From an optimization exercise on the open Yosys and OpenROAD flow, aimed at small area and a short achievable clock period; shortcuts taken in it are not production practice. Function was checked by simulation only, so behaviour that the tests miss may differ from the original. The clock port is modelled as an ideal driver; clocking choices that lean on that would not hold on a real chip. Power is estimated from default activity; no workload was simulated.

// bin_mult
module bin_mult #(
  parameter int WIDTH  = 32,
  parameter int STAGES = 4
) (
  input  logic               CLK,
  input  logic               rst_n,
  input  logic [WIDTH-1:0]   A,
  input  logic [WIDTH-1:0]   B,
  output logic [2*WIDTH-1:0] C
);
  logic [31:0] a_r, b_r;
  logic [3:0]  v_r;
  logic [63:0] prod;
  logic [0:0] h1_0;
  logic [0:0] h1_1;
  logic [0:0] h1_2;
  logic [0:0] h1_3;
  logic [0:0] h1_4;
  logic [1:0] h1_5;
  logic [2:0] h1_6;
  logic [1:0] h1_7;
  logic [1:0] h1_8;
  logic [1:0] h1_9;
  logic [2:0] h1_10;
  logic [2:0] h1_11;
  logic [2:0] h1_12;
  logic [2:0] h1_13;
  logic [2:0] h1_14;
  logic [2:0] h1_15;
  logic [2:0] h1_16;
  logic [2:0] h1_17;
  logic [2:0] h1_18;
  logic [2:0] h1_19;
  logic [2:0] h1_20;
  logic [2:0] h1_21;
  logic [2:0] h1_22;
  logic [2:0] h1_23;
  logic [2:0] h1_24;
  logic [2:0] h1_25;
  logic [2:0] h1_26;
  logic [2:0] h1_27;
  logic [2:0] h1_28;
  logic [2:0] h1_29;
  logic [2:0] h1_30;
  logic [2:0] h1_31;
  logic [1:0] h1_32;
  logic [2:0] h1_33;
  logic [2:0] h1_34;
  logic [2:0] h1_35;
  logic [0:0] h1_36;
  logic [1:0] h1_37;
  logic [1:0] h1_38;
  logic [1:0] h1_39;
  logic [1:0] h1_40;
  logic [31:0] a1_r;
  ...
clock: 9.0 ns
lec_check: 0
cap_margin: 20
core_margin: 2
core_utilization: 40
slew_margin: 20
standard.sh (not shown) runs the stock make flow with config.mk's settings and CLKGATE_MAP_FILE= SYNTH_SCRIPT=/design/flow/synth_recipe.tcl, a recipe that flattens the netlist after the stock synthesis.
==> flow/flow/run.sh <==
#!/bin/bash
# Own layout flow: the standard synthesis, then a polarity pass over the mapped
# netlist (flow/polarity.py: flips full adders and 2-input gates to remove
# inverters, same registers and same function), then the standard layout steps.
set -uo pipefail
R=orfs/results/sky130hd/bin_mult/base
MARGIN=$(cat flow/margin.txt 2>/dev/null || echo 0)
bash standard.sh synth > log_synth.txt 2>&1 || { tail -20 log_synth.txt; exit 1; }
cp $R/1_2_yosys.v $R/1_2_yosys_standard.v
python3 flow/polarity.py $R/1_2_yosys_standard.v $R/1_2_yosys_polarity.v > log_polarity.txt 2>&1 || { cat log_polarity.txt; exit 1; }
cp $R/1_2_yosys_polarity.v $R/1_2_yosys.v
rm -f $R/1_synth.odb
bash standard.sh finish SETUP_SLACK_MARGIN=$MARGIN > log_layout.txt 2>&1 || { tail -20 log_layout.txt; exit 1; }
==> flow/flow/margin.txt <==
6
Other scripts of this flow, unchanged in this note and not shown: flow/flow/polarity.py
Rerun with:
==> flow/flow/margin.txt (replaced) <==
5
=> Combinational power fell by 6.6%. Via count fell by 1.9%. Utilization fell by 0.68 points. Synthesized area stays the same. Clock-buffer cell count rose by 5. Total power fell by 3.7%. Wire length fell by 4.2%. Die area stays the same. Sequential power is about the same.

---

## JK
bin_mult, a different RTL version from the one above (not shown whole).
Size: about 2,900 cells after synthesis, about 130 I/O pins, about 35,000 um^2 of cells after synthesis.
Settings: LEC_CHECK=0, CAP_MARGIN=20, CORE_MARGIN=2, CORE_UTILIZATION=40, SLEW_MARGIN=20; clock period 9.0 ns.
==> flow/flow/margin.txt <==
6
Scripts as last shown in full above: flow/flow/run.sh
Other scripts of this flow, unchanged in this note and not shown: flow/flow/polarity.py
Relative to JK, the following input files were edited for MS:
==> flow/flow/run.sh <==
#!/bin/bash
# Own layout flow: the standard synthesis, then a polarity pass over the mapped
# netlist (flow/polarity.py: flips full adders and 2-input gates to remove
# inverters; same registers, same function), then the standard layout steps
# with the make settings listed one per line in flow/extra.txt.
set -uo pipefail
R=orfs/results/sky130hd/bin_mult/base
EXTRA=()
if [[ -f flow/extra.txt ]]; then readarray -t EXTRA < <(grep -v '^\s*$' flow/extra.txt); fi
bash standard.sh synth > log_synth.txt 2>&1 || { tail -20 log_synth.txt; exit 1; }
cp $R/1_2_yosys.v $R/1_2_yosys_standard.v
python3 flow/polarity.py $R/1_2_yosys_standard.v $R/1_2_yosys_polarity.v > log_polarity.txt 2>&1 || { cat log_polarity.txt; exit 1; }
cp $R/1_2_yosys_polarity.v $R/1_2_yosys.v
rm -f $R/1_synth.odb
bash standard.sh finish "${EXTRA[@]}" > log_layout.txt 2>&1 || { tail -20 log_layout.txt; exit 1; }
==> flow/flow/extra.txt (new file) <==
SETUP_SLACK_MARGIN=6.2
BUFFER_PORTS_ARGS=-buffer_cell sky130_fd_sc_hd__buf_1
diff --git a/flow/config.mk b/flow/config.mk
--- a/flow/config.mk
+++ b/flow/config.mk
@@ -8,4 +8,5 @@
 export CAP_MARGIN = 20
 export CORE_MARGIN = 2
-export CORE_UTILIZATION = 40
+export CORE_UTILIZATION = 60
+export PLACE_DENSITY = 0.7
 export SLEW_MARGIN = 20
removed: flow/flow/margin.txt
Results
Looking at total setup buffers inserted after CTS, MS sits 16 above JK. MS: full flow OK, the timing, design-rule and antenna checks passed. Part of the power in combinational logic: MS vs JK up 1.1 points. Data arrival time of the critical path (higher): JK. Summary of MS over JK: switching component of the power fell by 0.039 mW; number of inserted filler cells in the final layout fell by about 47%; routed wire length fell by 2.8 mm; global-route wire length before repair fell by about 2.5%. Diff JK -> MS: sequential share of cell area climbed 0.41 points; core utilization of the finished layout climbed 23 points; final worst slack climbed 34 ps.
diff inputs: MS => AL
diff --git a/flow/flow/run.sh b/flow/flow/run.sh
--- a/flow/flow/run.sh
+++ b/flow/flow/run.sh
@@ -3,5 +3,7 @@
 # netlist (flow/polarity.py: flips full adders and 2-input gates to remove
 # inverters; same registers, same function), then the standard layout steps
-# with the make settings listed one per line in flow/extra.txt.
+# with the make settings listed one per line in flow/extra.txt, and a hook
+# after CTS (flow/post_cts.tcl) that lets the clock port drive the first level
+# of the clock tree directly.
 set -uo pipefail
 R=orfs/results/sky130hd/bin_mult/base
@@ -13,3 +15,3 @@
 cp $R/1_2_yosys_polarity.v $R/1_2_yosys.v
 rm -f $R/1_synth.odb
-bash standard.sh finish "${EXTRA[@]}" > log_layout.txt 2>&1 || { tail -20 log_layout.txt; exit 1; }
+bash standard.sh finish "POST_CTS_TCL=$PWD/flow/post_cts.tcl" "${EXTRA[@]}" > log_layout.txt 2>&1 || { tail -20 log_layout.txt; exit 1; }
==> flow/flow/extra.txt <==
SETUP_SLACK_MARGIN=6.3
BUFFER_PORTS_ARGS=-buffer_cell sky130_fd_sc_hd__buf_1
==> flow/flow/post_cts.tcl (new file) <==
set block [ord::get_db_block]
set root [$block findInst clkbuf_0_CLK]
if {$root != "NULL"} {
  set clk_net [[$root findITerm A] getNet]
  set out_net [[$root findITerm X] getNet]
  set loads {}
  foreach it [$out_net getITerms] {
    if {[$it getInst] != $root} { lappend loads $it }
  }
  if {[llength $loads] <= 4 && [llength [$out_net getBTerms]] == 0} {
    foreach it $loads {
      $it disconnect
      $it connect $clk_net
    }
    odb::dbInst_destroy $root
    odb::dbNet_destroy $out_net
    puts "post_cts: removed root clock buffer, port drives [llength $loads] buffers"
    estimate_parasitics -placement
    repair_timing_helper
    detailed_placement
    check_placement -verbose
  } else {
    puts "post_cts: root buffer has [llength $loads] loads, kept"
  }
}
diff --git a/flow/config.mk b/flow/config.mk
--- a/flow/config.mk
+++ b/flow/config.mk
@@ -8,5 +8,7 @@
 export CAP_MARGIN = 20
 export CORE_MARGIN = 2
-export CORE_UTILIZATION = 60
-export PLACE_DENSITY = 0.7
+export CORE_UTILIZATION = 55
+export CTS_CLUSTER_DIAMETER = 80
+export CTS_CLUSTER_SIZE = 24
+export PLACE_DENSITY = 0.68
 export SLEW_MARGIN = 20
--- outcome ---
- AL reached the end of the flow, and the finished layout is clean on the timing, design-rule and antenna checks.
- [compare] base=MS new=AL: clock-buffer cell count saw a decrease; height of the die now sits higher; relative area change from synthesis to final layout lost 1.2 points.
- Taking MS as the reference, in AL total chip power lost about 5.6%, met1 layer usage reported by global route now smaller, number of buffer cells added on primary ports saw little to no change, post-route clock period utilization shows a reduction of 1.7 points, met2 track demand over resource dropped 5.9 points.
- Looking at slew at the pin with the worst max-slew slack, AL sits below MS.
- Diff MS -> AL | via count | down slightly
- In AL, the share of total power in sequential cells came out 1.6 points above the value in MS.
> inputs changed (AL -> TR)
==> flow/flow/run.sh <==
#!/bin/bash
# Own layout flow: the standard synthesis, then a polarity pass over the mapped
# netlist (flow/polarity.py: flips full adders and 2-input gates to remove
# inverters, same registers and same function), then the standard layout steps.
set -uo pipefail
R=orfs/results/sky130hd/bin_mult/base
MARGIN=$(cat flow/margin.txt 2>/dev/null || echo 0)
bash standard.sh synth > log_synth.txt 2>&1 || { tail -20 log_synth.txt; exit 1; }
cp $R/1_2_yosys.v $R/1_2_yosys_standard.v
python3 flow/polarity.py $R/1_2_yosys_standard.v $R/1_2_yosys_polarity.v > log_polarity.txt 2>&1 || { cat log_polarity.txt; exit 1; }
cp $R/1_2_yosys_polarity.v $R/1_2_yosys.v
rm -f $R/1_synth.odb
bash standard.sh finish SETUP_SLACK_MARGIN=$MARGIN > log_layout.txt 2>&1 || { tail -20 log_layout.txt; exit 1; }
==> flow/flow/margin.txt (new file) <==
6.5
diff --git a/flow/config.mk b/flow/config.mk
--- a/flow/config.mk
+++ b/flow/config.mk
@@ -8,7 +8,4 @@
 export CAP_MARGIN = 20
 export CORE_MARGIN = 2
-export CORE_UTILIZATION = 55
-export CTS_CLUSTER_DIAMETER = 80
-export CTS_CLUSTER_SIZE = 24
-export PLACE_DENSITY = 0.68
+export CORE_UTILIZATION = 40
 export SLEW_MARGIN = 20
removed: flow/flow/extra.txt
removed: flow/flow/post_cts.tcl
Results
TR | status: complete | timing, DRC, antenna: pass
TR packs its core more loosely than AL.
Routed wire length grows by more than a quarter when moving from AL to TR.
Compared with AL, TR has less setup slack.
Global-route usage is lower on TR
Compared with AL, TR shows a lower initial core utilization.
Routing usage on met2 sits lower in TR than in AL.
| routed length per instance | TR vs AL | 3.4 um higher |

[afterwards: timing with drivers on the ports]
How much do the figures lean on ideal ports? The routed layouts below were timed once more, with nothing changed but the port constraints. Step 1 (the two cells are an assumption about what drives the block):
set clk [get_ports {CLK}]
set_driving_cell -lib_cell sky130_fd_sc_hd__clkbuf_16 $clk
set_driving_cell -lib_cell sky130_fd_sc_hd__buf_2 [delete_from_list [all_inputs] $clk]
Step 2, shift: input delay + t, output delay - t, t = (earliest + latest rising clock arrival at the registers) / 2. This alone moves slack from input paths to output paths. Slacks: no drivers / after step 1 / after step 2; pairs: no drivers / after step 1.
| run | t, ns | setup slack, ns | worst register clock-pin slew, ns |
|---|---|---|---|
| the first run of note 1 | 0.697 | 5.906 / 5.906 / 5.847 | 0.07 / 0.07 |
| the second run of note 1 | 0.685 | 5.611 / 5.547 / 5.675 | 0.08 / 0.08 |
| JK | 0.667 | 6.032 / 5.968 / 5.958 | 0.07 / 0.07 |
| MS | 0.690 | 6.066 / 6.004 / 6.151 | 0.07 / 0.07 |
| AL | 0.506 | 6.221 / 6.098 / 6.221 | 0.10 / 0.10 |
| TR | 0.702 | 6.011 / 5.946 / 6.022 | 0.07 / 0.07 |
After both steps every run listed still meets setup and hold. The setup slack of JK, which loses most, moves by -0.064 ns with the drivers and by -0.074 ns with both steps. Setup slack includes reset recovery checks.
